Source: an optimization exercise on an open RTL-to-GDS flow (aim: a short achievable clock period and few clock cycles). Production flows keep margins and buffers that such runs may drop.
Only simulation tests tie the RTL to the original design; equivalence was not proved.
Power figures rest on the tool's default switching activity, not on a simulated workload.

==> flow/design.v (excerpt) <==
module pipelineCore (
	input  logic clk,
	input  logic reset,
	input  logic memStall,  
	input  logic [32-1:0] imemData,
	input  logic [32-1:0] dmemRdata,
	output logic [16-1:0] imemAddr,
	output logic imemValid,
	output logic dmemValid,
	output logic dmemWrite,  
	output logic [16-1:0] dmemAddr,
	output logic [32-1:0] dmemWdata,
	output logic [3:0] dmemByteEn
);
Size: roughly 10000 cells after synthesis, ~140 I/O pins, roughly 110000 um^2 of cells after synthesis.
clock: 7.0 ns
lec_check: 0
cap_margin: 20
core_margin: 2
core_utilization: 35
place_density: 0.55
setup_slack_margin: 4
slew_margin: 20
standard.sh (not shown) runs the stock make flow with config.mk's settings and CLKGATE_MAP_FILE= SYNTH_SCRIPT=/design/flow/synth_recipe.tcl, a recipe that flattens the netlist after the stock synthesis.
==> flow/flow/run.sh <==
#!/bin/bash
# Own flow: the standard layout (standard.sh) with one change in
# synthesis: ABC maps with a tight delay target (flow/abc_delay.script)
# instead of ORFS's abc_speed script, so paths below the critical one are not
# traded for area. Registers are inferred and mapped exactly as in the
# standard synthesis; only the combinational mapping differs.
set -euo pipefail
W=$(pwd)
cat > "$W/flow_synth.tcl" <<EOT
proc abc {args} {
  set i [lsearch \$args -script]
  if {\$i >= 0} {
    set args [lreplace \$args [expr {\$i + 1}] [expr {\$i + 1}] $W/flow/abc_delay.script]
  }
  puts "flow: abc with script $W/flow/abc_delay.script"

  yosys abc {*}\$args
}
source $W/synth_recipe.tcl
EOT
sed "s|SYNTH_SCRIPT=[^ ]*|SYNTH_SCRIPT=$W/flow_synth.tcl|" "$W/standard.sh" > "$W/flow_standard.sh"
grep -q "SYNTH_SCRIPT=$W/flow_synth.tcl" "$W/flow_standard.sh"
bash "$W/flow_standard.sh" "$@" > "$W/flow_make.log" 2>&1
==> flow/flow/abc_delay.script <==
strash
balance
dch
map -D 500 -p
topo
buffer -c
topo
stime -c
upsize -c
dnsize -c
Testbench counts at the start, summed over its fixed seeds: cycles 82,133.
Rerun with:
--- a/flow/design.v
+++ b/flow/design.v
@@ -177,25 +177,25 @@
 	assign imemAddr = pc;
 	assign opcode = fetchWord[31:26];
 	assign rdField = fetchWord[25:21];
 	assign rs1Field = fetchWord[20:16];
 	assign fn = fetchWord[3:0];
 	assign isAlu = opcode == corePkg::OP_ALU;
 	assign isAluI = opcode == corePkg::OP_ALUI;
 	assign isLoad = opcode == corePkg::OP_LOAD;
 	assign isStore = opcode == corePkg::OP_STORE;
 	assign isBranch = opcode == corePkg::OP_BRANCH;
 	assign isJump = opcode == corePkg::OP_JUMP;
 	assign usesAlu = isAlu || isAluI || isBranch;
-	assign srcRd = isStore || isBranch;
+	assign srcRd = opcode[5] || opcode[2];
 	assign src2 = srcRd ? rdField : fetchWord[15:11];
 	always_comb begin
 		for (int i = 0; i < 32; i++) begin
 			rs1Hot[i] = rs1Field == 5'(i);
 			rs2Hot[i] = fetchWord[15:11] == 5'(i);
 			rdHot[i] = rdField == 5'(i);
 		end
 		rfA = '0;
 		rfB = '0;
 		for (int i = 0; i < 32; i++)
 			src2Hot[i] = srcRd ? rdHot[i] : rs2Hot[i];  
 		for (int i = 1; i < 32; i++) begin
Clock skew is higher by 0.0041 ns.
Worst setup slack gains 0.075 ns.
Fmax went up by a few percent.
Combinational power decreases by well over a third.
Via count decreases by roughly a tenth.
Final cell count goes down by a few percent.
Testbench counts after the change, summed over its fixed seeds: cycles 82,133.

--- another note on this design; it stands on its own ---

old:
Design pipelineCore, start of the top module:
module pipelineCore (
	input  logic clk,
	input  logic reset,
	input  logic memStall,  
	input  logic [32-1:0] imemData,
	input  logic [32-1:0] dmemRdata,
	output logic [16-1:0] imemAddr,
	output logic imemValid,
	output logic dmemValid,
	output logic dmemWrite,  
	output logic [16-1:0] dmemAddr,
	output logic [32-1:0] dmemWdata,
	output logic [3:0] dmemByteEn
);
export LEC_CHECK = 0
export CAP_MARGIN = 20
export CORE_MARGIN = 2
export CORE_UTILIZATION = 35
export PLACE_DENSITY = 0.55
export SETUP_SLACK_MARGIN = 4
export SLEW_MARGIN = 20
create_clock -name core_clock -period 7.0 [get_ports {clk}]
standard.sh (not shown) runs the stock make flow with config.mk's settings and CLKGATE_MAP_FILE= SYNTH_SCRIPT=/design/flow/synth_recipe.tcl, a recipe that flattens the netlist after the stock synthesis.
==> flow/flow/run.sh <==
#!/bin/bash
# Own flow: the standard layout (standard.sh) with one change in
# synthesis: ABC maps with a tight delay target (flow/abc_delay.script)
# instead of ORFS's abc_speed script, so paths below the critical one are not
# traded for area. Registers are inferred and mapped exactly as in the
# standard synthesis; only the combinational mapping differs.
set -euo pipefail
W=$(pwd)
cat > "$W/flow_synth.tcl" <<EOT
proc abc {args} {
  set i [lsearch \$args -script]
  if {\$i >= 0} {
    set args [lreplace \$args [expr {\$i + 1}] [expr {\$i + 1}] $W/flow/abc_delay.script]
  }
  puts "flow: abc with script $W/flow/abc_delay.script"

  yosys abc {*}\$args
}
source $W/synth_recipe.tcl
EOT
sed "s|SYNTH_SCRIPT=[^ ]*|SYNTH_SCRIPT=$W/flow_synth.tcl|" "$W/standard.sh" > "$W/flow_standard.sh"
grep -q "SYNTH_SCRIPT=$W/flow_synth.tcl" "$W/flow_standard.sh"
bash "$W/flow_standard.sh" "$@" > "$W/flow_make.log" 2>&1
==> flow/flow/abc_delay.script <==
strash
balance
dch
map -D 500 -p
topo
buffer -c
topo
stime -c
upsize -c
dnsize -c
Testbench counts of old, summed over its fixed seeds: cycles 82,133.
--- input diff old..new ---
- PLACE_DENSITY now 0.65, was 0.55
- CORE_UTILIZATION now 45, was 35
==> comparison <==
- [diff] post-route standard cell area excluding fillers, new relative to old: improvement
- Summary of new over old: final-layout clock buffer total saw a decrease; global placer's final weighted congestion saw an increase.
- Class of the most critical setup path = reg2out: new; class of the most critical setup path = reg2reg: old

-- separate check: timing with driven ports --
In the flow no input, the clock included, has a driving cell. The finished layouts below were timed again as built, in two steps.
Step 1 sets driving cells, clkbuf_16 on the clock port and buf_2 on the other inputs (assumed; they add their load-dependent delay and slew).
Step 2 also shifts input and output timing later by t, the mid clock arrival at the registers, as if the neighbouring blocks saw the same clock.
Three values: no drivers, after step 1, after step 2; two values: the first two.
| run | shift t [ns] | setup slack, ns | hold slack, ns |
|---|---|---|---|
| the first run of note 1 | 1.020 | 3.447 / 3.483 / 2.463 | 0.417 / 0.417 / 0.417 |
| the second run of note 1 | 1.052 | 3.522 / 3.565 / 2.513 | 0.413 / 0.413 / 0.413 |
| old | 0.999 | 3.724 / 3.724 / 2.760 | 0.420 / 0.420 / 0.420 |
| new | 0.987 | 3.671 / 3.575 / 2.935 | 0.412 / 0.412 / 0.412 |
After both steps setup and hold are still met in every run listed. The setup slack of the second run of note 1, which loses most, moves by +0.043 ns with the drivers and by -1.009 ns with both steps.
